Background: an optimization exercise with open tools, aiming at small area. Do not read the settings as production practice. Function was checked by simulation only, so behaviour that the tests miss may differ from the original. Power is estimated from default activity; no workload was simulated.

==> design.v <==
package vliwPkg;
	localparam int dataWidth = 16;
	localparam int regCount = 32;
	localparam int regAddrWidth = 5;
	localparam int pipeDepth = 3;
	localparam logic [1:0] respOkay = 2'b00;
	localparam logic [1:0] respSlverr = 2'b10;
	localparam logic [7:0] slotAOffset = 8'h00;
	localparam logic [7:0] slotBOffset = 8'h04;
	typedef enum logic [3:0] {
		opAdd = 4'h0,
		opSub = 4'h1,
		opAnd = 4'h2,
		opOr  = 4'h3,
		opXor = 4'h4,
		opShl = 4'h5,
		opShr = 4'h6,
		opMov = 4'h7,
		opNop = 4'h8
	} opcode_e;
	typedef struct packed {
		logic regImm;
		opcode_e opcode;
		logic [regAddrWidth-1:0] dest;
		logic [regAddrWidth-1:0] src;
		logic [dataWidth-1:0] imm;
		logic spare;
	} instr_t;
	typedef struct packed {
		opcode_e opcode;
		logic [regAddrWidth-1:0] dest;
		logic [regAddrWidth-1:0] src;
		logic [dataWidth-1:0] imm;
		logic regImm;
		logic readsDest;
		logic readsSrc;
		logic writes;
	} decodedSlot_t;
	typedef struct packed {
		instr_t slotA;
		instr_t slotB;
	} bundle_t;
	typedef struct packed {
		logic awvalid;
		logic [7:0] awaddr;
		logic wvalid;
		logic [31:0] wdata;
		logic [3:0] wstrb;
		logic bready;
	} axiLiteReq_t;
	typedef struct packed {
		logic awready;
		logic wready;
		logic bvalid;
		logic [1:0] bresp;
	} axiLiteRsp_t;
	typedef struct packed {
		logic valid;
		opcode_e opcode;
		logic [regAddrWidth-1:0] dest;
		logic [dataWidth-1:0] primVal;
		logic [dataWidth-1:0] secVal;
	} execSlot_t;
	typedef struct packed {
		logic valid;
		logic [regAddrWidth-1:0] dest;
		logic [dataWidth-1:0] data;
	} wbLane_t;
endpackage
module bundleFetch
(
	input  logic        clock_i,
	input  logic        reset_i,
	input  vliwPkg::axiLiteReq_t axiReq_i,
	output vliwPkg::axiLiteRsp_t axiRsp_o,
	input  logic        issue_i,
	output vliwPkg::bundle_t     bundle_o,
	output logic        bundleValid_o
);
	logic awHeld;
	logic wHeld;
	logic [7:0] awAddr;
	logic [31:0] wData;
	logic [3:0] wStrb;
	logic bValid;
	logic [1:0] bResp;
	vliwPkg::instr_t slotA;
	vliwPkg::bundle_t buffer;
	logic bufValid;
	logic awReady;
	logic wReady;
	logic awFire;
	logic wFire;
	logic bFire;
	logic isSlotA;
	logic isSlotB;
	logic doWrite;
	logic commit;
	function automatic logic [31:0] mergeStrobe(
		input logic [31:0] oldWord,
		input logic [31:0] newWord,
		input logic [3:0] strb
	);
		logic [31:0] merged;
		merged = oldWord;
		for (int i = 0; i < 4; i++)
		begin
			if (strb[i])
				merged[8*i +: 8] = newWord[8*i +: 8];
		end
		mergeStrobe = merged;
	endfunction
	assign awReady = !awHeld && !bValid;
	assign wReady = !wHeld && !bValid;
	assign awFire = axiReq_i.awvalid && awReady;
	assign wFire = axiReq_i.wvalid && wReady;
	assign bFire = bValid && axiReq_i.bready;
	assign isSlotA = (awAddr == vliwPkg::slotAOffset);
	assign isSlotB = (awAddr == vliwPkg::slotBOffset);
	assign doWrite = awHeld && wHeld && !bValid && (!isSlotB || !bufValid || issue_i);
	assign commit = doWrite && isSlotB;
	always_ff @(posedge clock_i)
	begin
		if (reset_i)
		begin
			awHeld <= 1'b0;
			wHeld <= 1'b0;
			bValid <= 1'b0;
			bufValid <= 1'b0;
			slotA <= '0;
			buffer <= '0;
		end
		else
		begin
			if (doWrite)
				awHeld <= 1'b0;
			else if (awFire)
				awHeld <= 1'b1;
			if (doWrite)
				wHeld <= 1'b0;
			else if (wFire)
				wHeld <= 1'b1;
			if (doWrite)
				bValid <= 1'b1;
			else if (bFire)
				bValid <= 1'b0;
			if (commit)
				bufValid <= 1'b1;
			else if (issue_i)
				bufValid <= 1'b0;
			if (doWrite && isSlotA)
				slotA <= vliwPkg::instr_t'(mergeStrobe(slotA, wData, wStrb));
			if (commit)
			begin
				buffer.slotA <= slotA;
				buffer.slotB <= vliwPkg::instr_t'(mergeStrobe(buffer.slotB, wData, wStrb));
			end
		end
	end
	always_ff @(posedge clock_i)
	begin
		if (awFire)
			awAddr <= axiReq_i.awaddr;
		if (wFire)
		begin
			wData <= axiReq_i.wdata;
			wStrb <= axiReq_i.wstrb;
		end
		if (doWrite)
			bResp <= (isSlotA || isSlotB) ? vliwPkg::respOkay : vliwPkg::respSlverr;
	end
	assign axiRsp_o.awready = awReady;
	assign axiRsp_o.wready = wReady;
	assign axiRsp_o.bvalid = bValid;
	assign axiRsp_o.bresp = bResp;
	assign bundle_o = buffer;
	assign bundleValid_o = bufValid;
endmodule
module slotDecode
(
	input  vliwPkg::instr_t       instr_i,
	output vliwPkg::decodedSlot_t slot_o
);
	logic writes;
	logic readsDest;
	always_comb
	begin
		case (instr_i.opcode)
			vliwPkg::opAdd, vliwPkg::opSub, vliwPkg::opAnd, vliwPkg::opOr, vliwPkg::opXor, vliwPkg::opShl, vliwPkg::opShr:
			begin
				writes = 1'b1;
				readsDest = 1'b1;
			end
			vliwPkg::opMov:
			begin
				writes = 1'b1;
				readsDest = 1'b0;
			end
			default:
			begin
				writes = 1'b0;
				readsDest = 1'b0;
			end
		endcase
	end
	assign slot_o.opcode = instr_i.opcode;
	assign slot_o.dest = instr_i.dest;
	assign slot_o.src = instr_i.src;
	assign slot_o.imm = instr_i.imm;
	assign slot_o.regImm = instr_i.regImm;
	assign slot_o.readsDest = readsDest;
	assign slot_o.writes = writes;
	assign slot_o.readsSrc = writes && !instr_i.regImm;
endmodule
module hazardCheck
(
	input  logic         clock_i,
	input  logic         reset_i,
	input  logic         bundleValid_i,
	input  vliwPkg::decodedSlot_t slotA_i,
	input  vliwPkg::decodedSlot_t slotB_i,
	output logic         issue_o
);
	logic [vliwPkg::pipeDepth-1:0] pendA;
	logic [vliwPkg::pipeDepth-1:0] pendB;
	logic [vliwPkg::pipeDepth-1:0][vliwPkg::regAddrWidth-1:0] destA;
	logic [vliwPkg::pipeDepth-1:0][vliwPkg::regAddrWidth-1:0] destB;
	logic hazard;
	function automatic logic regBusy(input logic [vliwPkg::regAddrWidth-1:0] addr);
		logic busy;
		busy = 1'b0;
		for (int s = 0; s < vliwPkg::pipeDepth; s++)
		begin
			if ((pendA[s] && destA[s] == addr) || (pendB[s] && destB[s] == addr))
				busy = 1'b1;
		end
		regBusy = busy;
	endfunction
	always_comb
	begin
		hazard = (slotA_i.readsDest && regBusy(slotA_i.dest))
			|| (slotA_i.readsSrc && regBusy(slotA_i.src))
			|| (slotB_i.readsDest && regBusy(slotB_i.dest))
			|| (slotB_i.readsSrc && regBusy(slotB_i.src));
	end
	assign issue_o = bundleValid_i && !hazard;
	always_ff @(posedge clock_i)
	begin
		if (reset_i)
		begin
			pendA <= '0;
			pendB <= '0;
		end
		else
		begin
			pendA <= {pendA[vliwPkg::pipeDepth-2:0], issue_o && slotA_i.writes};
			pendB <= {pendB[vliwPkg::pipeDepth-2:0], issue_o && slotB_i.writes};
		end
	end
	always_ff @(posedge clock_i)
	begin
		destA <= {destA[vliwPkg::pipeDepth-2:0], slotA_i.dest};
		destB <= {destB[vliwPkg::pipeDepth-2:0], slotB_i.dest};
	end
endmodule
module registerFile
(
	input  logic         clock_i,
	input  logic         reset_i,
	input  logic         issue_i,
	input  vliwPkg::decodedSlot_t slotA_i,
	input  vliwPkg::decodedSlot_t slotB_i,
	input  vliwPkg::wbLane_t      wbA_i,
	input  vliwPkg::wbLane_t      wbB_i,
	output vliwPkg::execSlot_t    execA_o,
	output vliwPkg::execSlot_t    execB_o
);
	logic [vliwPkg::dataWidth-1:0] regs [vliwPkg::regCount];
	logic [vliwPkg::dataWidth-1:0] rdDestA;
	logic [vliwPkg::dataWidth-1:0] rdSrcA;
	logic [vliwPkg::dataWidth-1:0] rdDestB;
	logic [vliwPkg::dataWidth-1:0] rdSrcB;
	function automatic vliwPkg::execSlot_t buildExec(
		input vliwPkg::decodedSlot_t slot,
		input logic [vliwPkg::dataWidth-1:0] destVal,
		input logic [vliwPkg::dataWidth-1:0] srcVal
	);
		vliwPkg::execSlot_t ex;
		ex.valid = 1'b0;
		ex.opcode = slot.opcode;
		ex.dest = slot.dest;
		ex.primVal = destVal;
		ex.secVal = slot.regImm ? slot.imm : srcVal;
		buildExec = ex;
	endfunction
	always_ff @(posedge clock_i)
	begin
		if (reset_i)
		begin
			for (int i = 0; i < vliwPkg::regCount; i++)
				regs[i] <= '0;
		end
		else
		begin
			if (wbA_i.valid)
				regs[wbA_i.dest] <= wbA_i.data;
			if (wbB_i.valid)
				regs[wbB_i.dest] <= wbB_i.data;
		end
	end
	assign rdDestA = regs[slotA_i.dest];
	assign rdSrcA = regs[slotA_i.src];
	assign rdDestB = regs[slotB_i.dest];
	assign rdSrcB = regs[slotB_i.src];
	always_ff @(posedge clock_i)
	begin
		execA_o <= buildExec(slotA_i, rdDestA, rdSrcA);
		execB_o <= buildExec(slotB_i, rdDestB, rdSrcB);
		if (reset_i)
		begin
			execA_o.valid <= 1'b0;
			execB_o.valid <= 1'b0;
		end
		else
		begin
			execA_o.valid <= issue_i;
			execB_o.valid <= issue_i;
		end
	end
endmodule
module arithmeticUnit
(
	input  logic      clock_i,
	input  logic      reset_i,
	input  vliwPkg::execSlot_t exec_i,
	output vliwPkg::wbLane_t   wb_o
);
	logic writesOp;
	logic [vliwPkg::dataWidth-1:0] result;
	vliwPkg::wbLane_t execStage;
	always_comb
	begin
		writesOp = 1'b1;
		result = '0;
		case (exec_i.opcode)
			vliwPkg::opAdd: result = exec_i.primVal + exec_i.secVal;
			vliwPkg::opSub: result = exec_i.primVal - exec_i.secVal;
			vliwPkg::opAnd: result = exec_i.primVal & exec_i.secVal;
			vliwPkg::opOr: result = exec_i.primVal | exec_i.secVal;
			vliwPkg::opXor: result = exec_i.primVal ^ exec_i.secVal;
			vliwPkg::opShl: result = exec_i.primVal << exec_i.secVal[3:0];
			vliwPkg::opShr: result = exec_i.primVal >> exec_i.secVal[3:0];
			vliwPkg::opMov: result = exec_i.secVal;
			default: writesOp = 1'b0;
		endcase
	end
	always_ff @(posedge clock_i)
	begin
		execStage.dest <= exec_i.dest;
		execStage.data <= result;
		wb_o <= execStage;
		if (reset_i)
		begin
			execStage.valid <= 1'b0;
			wb_o.valid <= 1'b0;
		end
		else
		begin
			execStage.valid <= exec_i.valid && writesOp;
		end
	end
endmodule
module vliwCore
(
	input  logic        clock_i,
	input  logic        reset_i,
	input  vliwPkg::axiLiteReq_t axiReq_i,
	output vliwPkg::axiLiteRsp_t axiRsp_o,
	output vliwPkg::wbLane_t     wbA_o,
	output vliwPkg::wbLane_t     wbB_o
);
	vliwPkg::bundle_t bundle;
	logic bundleValid;
	logic issue;
	vliwPkg::decodedSlot_t slotA;
	vliwPkg::decodedSlot_t slotB;
	vliwPkg::execSlot_t execA;
	vliwPkg::execSlot_t execB;
	bundleFetch fetch (
		.clock_i      (clock_i),
		.reset_i      (reset_i),
		.axiReq_i     (axiReq_i),
		.axiRsp_o     (axiRsp_o),
		.issue_i      (issue),
		.bundle_o     (bundle),
		.bundleValid_o(bundleValid)
	);
	slotDecode decodeA (
		.instr_i(bundle.slotA),
		.slot_o (slotA)
	);
	slotDecode decodeB (
		.instr_i(bundle.slotB),
		.slot_o (slotB)
	);
	hazardCheck scoreboard (
		.clock_i      (clock_i),
		.reset_i      (reset_i),
		.bundleValid_i(bundleValid),
		.slotA_i      (slotA),
		.slotB_i      (slotB),
		.issue_o      (issue)
	);
	registerFile registers (
		.clock_i(clock_i),
		.reset_i(reset_i),
		.issue_i(issue),
		.slotA_i(slotA),
		.slotB_i(slotB),
		.wbA_i  (wbA_o),
		.wbB_i  (wbB_o),
		.execA_o(execA),
		.execB_o(execB)
	);
	arithmeticUnit laneA (
		.clock_i(clock_i),
		.reset_i(reset_i),
		.exec_i (execA),
		.wb_o   (wbA_o)
	);
	arithmeticUnit laneB (
		.clock_i(clock_i),
		.reset_i(reset_i),
		.exec_i (execB),
		.wb_o   (wbB_o)
	);
endmodule
module vliwTop
(
	input  logic        clock_i,
	input  logic        reset_i,
	input  logic        awvalid_i,
	input  logic [7:0]  awaddr_i,
	input  logic        wvalid_i,
	input  logic [31:0] wdata_i,
	input  logic [3:0]  wstrb_i,
	input  logic        bready_i,
	output logic        awready_o,
	output logic        wready_o,
	output logic        bvalid_o,
	output logic [1:0]  bresp_o,
	output logic        wbAValid_o,
	output logic [4:0]  wbADest_o,
	output logic [15:0] wbAData_o,
	output logic        wbBValid_o,
	output logic [4:0]  wbBDest_o,
	output logic [15:0] wbBData_o
);
	vliwPkg::axiLiteReq_t axiReq;
	vliwPkg::axiLiteRsp_t axiRsp;
	vliwPkg::wbLane_t wbA;
	vliwPkg::wbLane_t wbB;
	assign axiReq.awvalid = awvalid_i;
	assign axiReq.awaddr = awaddr_i;
	assign axiReq.wvalid = wvalid_i;
	assign axiReq.wdata = wdata_i;
	assign axiReq.wstrb = wstrb_i;
	assign axiReq.bready = bready_i;
	vliwCore core (
		.clock_i (clock_i),
		.reset_i (reset_i),
		.axiReq_i(axiReq),
		.axiRsp_o(axiRsp),
		.wbA_o   (wbA),
		.wbB_o   (wbB)
	);
	assign awready_o = axiRsp.awready;
	assign wready_o = axiRsp.wready;
	assign bvalid_o = axiRsp.bvalid;
	assign bresp_o = axiRsp.bresp;
	assign wbAValid_o = wbA.valid;
	assign wbADest_o = wbA.dest;
	assign wbAData_o = wbA.data;
	assign wbBValid_o = wbB.valid;
	assign wbBDest_o = wbB.dest;
	assign wbBData_o = wbB.data;
endmodule
==> run.sh <==
#!/bin/bash
# synth_recipe.tcl (not shown) runs the flow's synth.tcl, then flattens the netlist and writes it again
# the make line also repeats each setting of config.mk as NAME=value (left out here)
make -C /OpenROAD-flow-scripts/flow DESIGN_CONFIG=/design/flow/config.mk WORK_HOME=/design/flow/orfs CLKGATE_MAP_FILE= SYNTH_SCRIPT=/design/flow/synth_recipe.tcl finish
==> config.mk <==
export PLATFORM = sky130hd
export DESIGN_NAME = vliwTop
export DESIGN_NICKNAME = vliwTop
export VERILOG_FILES = /design/flow/design.v
export SDC_FILE = /design/flow/constraint.sdc
export NUM_CORES = 4
export LEC_CHECK = 0
export CAP_MARGIN = 20
export CORE_MARGIN = 2
export CORE_UTILIZATION = 40
export SLEW_MARGIN = 20
==> constraint.sdc <==
create_clock -name core_clock -period 5.0 [get_ports {clock_i}]
set_input_delay 1.0000 -clock core_clock [delete_from_list [all_inputs] [get_ports {clock_i}]]
set_output_delay 1.0000 -clock core_clock [all_outputs]
set_load 0.01 [all_outputs]
==> results.cfg, run 1 <==
[floorplan]
row_count = 135
die_w_um = 372
top_level_ports = 98
start_util = 0.402
die_h_um = 372
coreArea_um2 = 135000
fp.dieArea_um2 = 139000

[worst_hold_path]
min_path_type = reg -> reg

[timing]
period_minus_slack_ns = 4.03
max_freq_mhz = 248
hold_violations = 0
worst-slew-pin-transition_ns = 1.22
fin_crit_sh = 0.807
slew_violations = 0
rsz0062_at_grt = false
slew-limit-headroom = 0.187
final-setup-viol-count = 0
fin_setup_tns_ns = 0
finalClockSkew_ns = 0.0465

[synth]
synthesis.yosys.warnings = 5
synth_top_area_cell = edfxtp_1
synthDistinctLibCells = 74
synth_seq_cells = 842
ys_async_sr_fraction = 0
syn_avg_cell_area_um2 = 13.1
synthFlopType = edfxtp_1
netlist_area_um2 = 54300
synth_nets = 4279
synth_edf_count = 556
synthTopCellsByCount = 650 x mux4_2, 556 x edfxtp_1, 512 x a22o_1, 329 x clkbuf_1, 286 x dfxtp_1
synthTopCellsByArea = edfxtp_1 31%, mux4_2 27%, dfxtp_1 11%
yosysMostFrequentCell = mux4_2
synth_seq_area_share = 0.413
postSynthCellCount = 4130
synth.top_cell.area_share = 0.307

[detailed_routing]
drt_pass1_iterations = 6
detail_route.wl_per_cell_um = 36.9
drc_errors = 0
drt-initial-drc-count = 6285
ant_nets = 0
viasPerCell = 7.05
routed_wl_mm = 219
vias = 42000

[global_route]
grt_pass1_vias = 40800
grt-ovfl-total = 0
grt_pass1_wl_mm = 307
antenna_found_initial = 10
grtUsageTotal = 0.314
grt_max_degree = 88

[critical_path]
cp_top_family = compound AO/OA/AOI/OAI gates
slowest_stage = a2111oi_0
crit_buf_inv = 0
cp_cell_sequence = nor3_1 > a21oi_1 > xnor2_1 > ha_1 > a21o_1 > a211oi_1 > a21oi_1 > a2111oi_0 > o21ai_0 > o211ai_1 > xnor2_1 > o211ai_1
crit_path_end_kind = register
startpoint_type = register
worst_ep_arrival_time_ns = 4.63
crit_required_ns = 5.59
critical_path_class = reg -> reg
slowest_delay_ns = 0.72
cp_max_fo = 6

[power_and_ir_drop]
p_per_area_nw_per_um2 = 283
peakVddDrop_mv = 0.291
p_leak_nw = 21.1
fin_total_pwr_mw = 17.3

[clock_tree]
cts_made_buffers = 93
holdBufCountCts = 0
cts_resized = 0
post_cts_buffers = 0
clk_path_buf_depth = 3
cts.clk_slew.worst_paths_ns = 0.08
clock_latency_ns = 0.77
root_buffer = clkbuf_16
cts-htree-levels = 3
cts.sinks = 842
cts_tree = done

[layout]
fill_cells = 12000
nets = 4232
area_growth_pct = 12.5
fin_cells = 5949
drive_above_1_share = 0.282
utilization = 0.452
final_area_um2 = 61100

[place]
place.gp.congestion = 1.00
dp.final_hpwl_mm = 147
dp.cells = 5769
place_area_um2 = 57800
portBuffers = 95

[status]
status = finished clean

[flow_run]
max_cap_violations = 0
[worst paths after layout]
kind	cells after the start	to	from	slack [ns]
setup / recovery	12	core.laneA.execStage[15]$_SDFF_PP0_	core.registers.execA_o[2]$_DFF_P_	0.97
hold / removal	0	core.laneA.wb_o[4]$_DFF_P_	core.laneA.execStage[4]$_SDFF_PP0_	0.31
setup reg to reg	12	core.laneA.execStage[15]$_SDFF_PP0_	core.registers.execA_o[2]$_DFF_P_	0.97
hold reg to reg	0	core.laneA.wb_o[4]$_DFF_P_	core.laneA.execStage[4]$_SDFF_PP0_	0.31
[placed cells by master, fill, tap and decap left out, types with 77 or more instances in the layout]
cell type        instances
mux4_2                 650
edfxtp_1               556
a22o_1                 512
dfxtp_1                267
buf_4                  203
nor2_1                 178
o21ai_0                146
nand2_1                139
a21oi_1                129
xor2_1                 103
ha_1                    98
clkbuf_16               95
clkdlybuf4s50_1         94
mux2i_1                 92
inv_1                   77
[stage by stage]
stage                     hold WS [ns]  setup slack, ns
final                            0.308            0.965
after global routing             0.320            0.798
after CTS                        0.310             1.09
after detailed placement         0.312             1.14
after global placement           0.310             1.11
after floorplan                  0.310             1.29
[per-layer routing]
metal / GRT usage / share of wire / vias up
li1: - / - / 16800
met3: 0.0935 / 0.13 / 747
met2: 0.465 / 0.44 / 3148
met4: 0.222 / 0.082 / 10
met1: 0.393 / 0.35 / 21200
met5: 0 / 0.00029 / -
[layout make-up]
cell class | count | area (um^2) | area share
Sequential cell | 842 | 22500 | 0.368
Clock inverter | 62 | 756 | 0.0124
Antenna cell | 5 | 12.5 | 0.000205
Multi-Input combinational cell | 2754 | 30000 | 0.492
Inverter | 79 | 297 | 0.00486
Timing Repair Buffer | 313 | 2790 | 0.0456
Tap cell | 1781 | 2230 | 0.0365
Clock buffer | 113 | 2500 | 0.0409
[worst register-to-register path: stages (launching register included)]
cell,delay (ns)
dfxtp_1,0.31
nor3_1,0.68
a21oi_1,0.17
xnor2_1,0.39
ha_1,0.38
a21o_1,0.21
a211oi_1,0.23
a21oi_1,0.13
a2111oi_0,0.72
o21ai_0,0.22
o211ai_1,0.20
xnor2_1,0.15
o211ai_1,0.10
[registers in the layout, summed over array words and instances, names as in the netlist, named ones only]
name	cells
core.registers.regs	512
core.fetch.buffer	62
core.registers.execB_o	37
core.registers.execA_o	36
core.fetch.slotA	31
core.fetch.wData	31
core.laneA.wb_o	18
core.laneB.wb_o	18
core.laneA.execStage	17
core.laneB.execStage	17
core.scoreboard.destA	14
core.scoreboard.destB	14
core.fetch.awAddr	8
core.fetch.wStrb	4
core.scoreboard.pendA	3
core.scoreboard.pendB	3
core.fetch.awHeld	1
core.fetch.bResp	1
core.fetch.bValid	1
core.fetch.bufValid	1
core.fetch.wHeld	1
[power breakdown]
| group | total [mW] | switching [mW] | internal [mW] |
|---|---|---|---|
| registers | 7.98 | 0.303 | 7.68 |
| clock network | 7.44 | 3.20 | 4.23 |
| logic | 1.84 | 1.24 | 0.605 |
[cells by family after synthesis]
family,after synthesis,share of synthesized area
flip-flops,842,0.413
adder cells (fa/ha/maj),100,0.0233
other,1,0.0000691
XOR/XNOR,162,0.0261
AO/OA/AOI/OAI,1030,0.144
buffers and inverters,534,0.0395
AND/OR/NAND/NOR,681,0.0601
multiplexers,780,0.294
==> inputs of run 2 (changes only) <==
==> design.v (replaced) <==
module vliwTop
(
	input  logic        clock_i,
	input  logic        reset_i,
	input  logic        awvalid_i,
	input  logic [7:0]  awaddr_i,
	input  logic        wvalid_i,
	input  logic [31:0] wdata_i,
	input  logic [3:0]  wstrb_i,
	input  logic        bready_i,
	output logic        awready_o,
	output logic        wready_o,
	output logic        bvalid_o,
	output logic [1:0]  bresp_o,
	output logic        wbAValid_o,
	output logic [4:0]  wbADest_o,
	output logic [15:0] wbAData_o,
	output logic        wbBValid_o,
	output logic [4:0]  wbBDest_o,
	output logic [15:0] wbBData_o
);
	logic [31:1] slotA;
	logic [31:1] slotB;
	logic [15:0] ring [32];
	logic [15:0] tap;
	logic [15:0] ringIn;
	logic [4:0]  c;
	logic [2:0]  ph;
	logic        clr;
	logic        bValid;
	logic        bErr;
	logic [15:0] acc;
	logic [15:0] res;
	logic [3:0]  sh;
	logic        idle;
	logic        fire;
	logic        isA;
	logic        isB;
	logic        last;
	logic        laneB;
	logic [30:1] slotL;
	logic        regImmL;
	logic [3:0]  opL;
	logic [4:0]  destL;
	logic [4:0]  srcL;
	logic [15:0] immL;
	logic        writesA;
	logic        writesB;
	logic [15:0] alu;
	function automatic logic [31:1] merge(input logic [31:1] o, input logic [31:0] n,
		input logic [3:0] s);
		logic [31:1] m;
		m = o;
		for (int i = 1; i < 32; i++)
			if (s[i / 8])
				m[i] = n[i];
		merge = m;
	endfunction
	assign idle = (ph == 3'd6) && !clr && !bValid;
	assign fire = awvalid_i && wvalid_i && idle;
	assign isA = (awaddr_i == 8'h00);
	assign isB = (awaddr_i == 8'h04);
	assign awready_o = fire;
	assign wready_o = fire;
	assign bvalid_o = bValid;
	assign bresp_o = {bErr, 1'b0};
	assign last = (c == 5'd31);
	assign tap = ring[0];
	assign laneB = (ph >= 3'd3) && (ph <= 3'd5);
	assign slotL = laneB ? slotB[30:1] : slotA[30:1];
	assign regImmL = laneB ? slotB[31] : slotA[31];
	assign opL = slotL[30:27];
	assign destL = slotL[26:22];
	assign srcL = slotL[21:17];
	assign immL = slotL[16:1];
	assign writesA = !slotA[30];
	assign writesB = !slotB[30];
	always_comb
	begin
		case (opL[2:0])
			3'd0: alu = tap + acc;
			3'd1: alu = tap - acc;
			3'd2: alu = tap & acc;
			3'd3: alu = tap | acc;
			3'd4: alu = tap ^ acc;
			3'd7: alu = acc;
			default: alu = tap;
		endcase
	end
	always_comb
	begin
		ringIn = tap;
		if (ph == 3'd5 && writesA && c == slotA[26:22])
			ringIn = res;
		if (ph == 3'd5 && writesB && c == slotB[26:22])
			ringIn = acc;
		if (clr)
			ringIn = '0;
	end
	always_ff @(posedge clock_i)
	begin
		for (int i = 0; i < 31; i++)
			ring[i] <= ring[i + 1];
		ring[31] <= ringIn;
	end
	always_ff @(posedge clock_i)
	begin
		if (reset_i)
		begin
			c <= '0;
			ph <= 3'd6;
			clr <= 1'b1;
			bValid <= 1'b0;
			slotA <= '0;
			slotB <= '0;
		end
		else
		begin
			c <= c + 5'd1;
			if (last)
				clr <= 1'b0;
			if (fire)
			begin
				bValid <= 1'b1;
				bErr <= !(isA || isB);
				if (isA)
					slotA <= merge(slotA, wdata_i, wstrb_i);
				if (isB)
				begin
					slotB <= merge(slotB, wdata_i, wstrb_i);
					ph <= 3'd7;
				end
			end
			else
			begin
				if (bValid && bready_i)
					bValid <= 1'b0;
				if (last && ph != 3'd6)
					ph <= ph + 3'd1;
			end
		end
	end
	always_ff @(posedge clock_i)
	begin
		if (sh != 4'd0)
		begin
			sh <= sh - 4'd1;
			if (opL[0])
				acc <= {acc[14:0], 1'b0};
			else
				acc <= {1'b0, acc[15:1]};
		end
		if ((ph == 3'd0 || ph == 3'd3) && c == srcL)
			acc <= regImmL ? immL : tap;
		if ((ph == 3'd1 || ph == 3'd4) && c == destL)
		begin
			acc <= alu;
			if (opL == 4'd5 || opL == 4'd6)
				sh <= acc[3:0];
		end
		if (ph == 3'd2 && last)
			res <= acc;
	end
	assign wbAValid_o = (ph == 3'd5) && last && writesA;
	assign wbBValid_o = (ph == 3'd5) && last && writesB;
	assign wbADest_o = slotA[26:22];
	assign wbBDest_o = slotB[26:22];
	assign wbAData_o = res;
	assign wbBData_o = acc;
endmodule
==> results.cfg, run 2 <==
[place]
dp.final_hpwl_mm = 23.0
place.gp.congestion = 0.852
portBuffers = 95
place_area_um2 = 19700
dp.cells = 2103
dp_slack_ns = 0.373

[detailed_routing]
ant_nets = 0
detail_route.wl_per_cell_um = 16.2
routed_wl_mm = 35.7
viasPerCell = 4.79
vias = 10600
drt-initial-drc-count = 605
drc_errors = 0
drt_pass1_iterations = 5

[layout]
largest_register_ffs = 512
top_register = ring
top_regs = ring: 512 flops, slotA: 31 flops, slotB: 31 flops
nets = 1667
utilization = 0.480
final_cell_mix = 588 x dfxtp_1, 102 x nand2_1, 94 x clkdlybuf4s50_1
area_growth_pct = 19.1
n_antenna_cell = 0
final_area_um2 = 21700
fin_cells = 2207
final_common_cell = dfxtp_1
drive_above_1_share = 0.0859

[critical_path]
cp_max_fo = 10
critical_path_class = reg -> reg
startpoint_type = register
crit_path_end_kind = register
worst_ep_arrival_time_ns = 4.80
r2r_cells = 15
crit_required_ns = 5.29

[synth]
ys_async_sr_fraction = 0
synthTopCellsByCount = 588 x dfxtp_1, 102 x nand2_1, 85 x nor2_1, 79 x a21oi_1, 79 x mux2i_1
synth_nets = 1562
synthDistinctLibCells = 68
syn_avg_cell_area_um2 = 12.5
synth.top_cell.area_share = 0.647
synth_top_area_cell = dfxtp_1
synthTopCellsByArea = dfxtp_1 65%, edfxtp_1 5.4%, mux2i_1 4.3%
synth_seq_area_share = 0.702
synth_edf_count = 33
synth_seq_cells = 621
synthFlopType = dfxtp_1
synthesis.yosys.warnings = 2
postSynthCellCount = 1456
netlist_area_um2 = 18200
yosysMostFrequentCell = dfxtp_1

[floorplan]
start_util = 0.403
top_level_ports = 98
die_w_um = 217
die_h_um = 217
row_count = 78
fp.dieArea_um2 = 47200
coreArea_um2 = 45100

[global_route]
grt_pass1_vias = 10600
grtUsageTotal = 0.154
antenna_found_initial = 0
grt-ovfl-total = 0
grt_pass1_wl_mm = 58.0
grt_max_degree = 48

[worst_hold_path]
min_path_type = reg -> reg
whs_path_depth = 0

[clock_tree]
clock_latency_ns = 0.58
cts-htree-levels = 2
cts.clk_slew.worst_paths_ns = 0.06
cts.sinks = 621
root_buffer = clkbuf_16
cts_made_buffers = 56
clk_path_buf_depth = 3
post_cts_buffers = 0
cts_tree = done

[flow_run]
max_cap_violations = 0

[timing]
slew-limit-headroom = 0.278
holdWs_ns = 0.322
rsz0062_at_grt = false
period_minus_slack_ns = 4.50
slew_violations = 0
setup_slack_ns = 0.496
fin_setup_tns_ns = 0
finalClockSkew_ns = 0.0172
final-setup-viol-count = 0
fin_crit_sh = 0.901
hold_violations = 0
worst-slew-pin-transition_ns = 1.08
max_freq_mhz = 222

[power_and_ir_drop]
p_per_area_nw_per_um2 = 440
comb_power_share = 0.008
p_leak_nw = 8.30
peakVddDrop_mv = 0.324
p_sw_frac = 0.190
p_sw_mw = 1.81
seqPwrFrac = 0.524
fin_total_pwr_mw = 9.53
internal-power_mw = 7.72
clkPwrFrac = 0.469

[status]
status = finished clean
## run 2: layer usage
metal  routed length, um  track usage  vias to the layer above  share of wire
met5                   0            0                        -              0
met4                1470       0.0705                        0          0.041
met3                1520       0.0273                       92          0.043
met2               15800        0.239                      218           0.44
met1               16900        0.210                     5072           0.47
li1                    -            -                     5188              -
## run 2: kinds of logic (layout without fill, tap and decap cells)
logic type / after synthesis / in the layout / share of synthesized area
AOI/OAI and AO/OA: 237 / 237 / 0.0849
xor gates and xnor gates: 37 / 37 / 0.0178
adders and majority gates: 57 / 57 / 0.0396
buffers and inverters: 119 / 270 / 0.0329
DFF: 621 / 621 / 0.702
muxes: 86 / 86 / 0.0478
other: 1 / 1 / 0.000206
and+or+nand+nor: 298 / 298 / 0.0751
## run 2: final cells by class
cell class              count  area (um^2)
clock buffers              78         1670
fillers                  4086        23400
multi-input cells         716         4850
flip-flops and latches    621        12800
repair buffers            119         1130
well taps                 600          751
clock inverters            26          333
inverters                  47          176
## run 2: timing repair
item	in CTS	in global routing
gates resized for setup	0	1
setup endpoints to repair	0	1
hold buffers	0	0
## run 2: path summary, 6_finish.rpt
check                  startpoint              endpoint  slack [ns]
max            ph[1]$_SDFFE_PP1P_     acc[14]$_DFFE_PP_        0.50
min          ring[14][14]$_DFF_P_  ring[13][14]$_DFF_P_        0.32
max reg2reg    ph[1]$_SDFFE_PP1P_     acc[14]$_DFFE_PP_        0.50
min reg2reg  ring[14][14]$_DFF_P_  ring[13][14]$_DFF_P_        0.32
## run 2: worst max-delay path: stages (launching register included)
cell       delay (ns)
dfxtp_1          0.42
ha_1             0.24
ha_1             0.25
a211o_1          0.39
nand4_1          0.15
and2_2           0.30
o31ai_1          0.13
xnor2_1          0.14
ha_1             0.36
a2111oi_0        0.40
o21ai_0          0.26
a41oi_1          0.37
o21ai_0          0.21
a21oi_1          0.24
mux2i_1          0.23
a32oi_1          0.11
## run 2: power by group through the flow
stage               clock network, mW  logic, mW  registers [mW]
floorplan                           0     0.0274            5.10
finish                           4.47     0.0733            4.99
global route                     4.78     0.0800            4.99
CTS                              4.59     0.0743            4.99
detailed placement                  0     0.0739            5.10
global placement                    0     0.0732            5.10

afterwards: timing with drivers on the ports:
No port has a modelled driver above. Below, the same layouts with a new extraction and two added sets of constraints. Step 1 (the two cells are an assumption about what drives the block):
set clk [get_ports {clock_i}]
set_driving_cell -lib_cell sky130_fd_sc_hd__clkbuf_16 $clk
set_driving_cell -lib_cell sky130_fd_sc_hd__buf_2 [delete_from_list [all_inputs] $clk]
Step 2 also shifts input and output timing later by t, the mid clock arrival at the registers, as if the neighbouring blocks saw the same clock. Slacks: ideal / step 1 / step 2; pairs: ideal / step 1.
run	t, ns	slack for setup (ns)	slew at the worst register clock pin (ns)
run 1	0.822	0.965 / 0.965 / 0.965	0.08 / 0.08
run 2	0.623	0.496 / 0.496 / 0.496	0.07 / 0.07
After both steps every run listed still meets setup and hold.
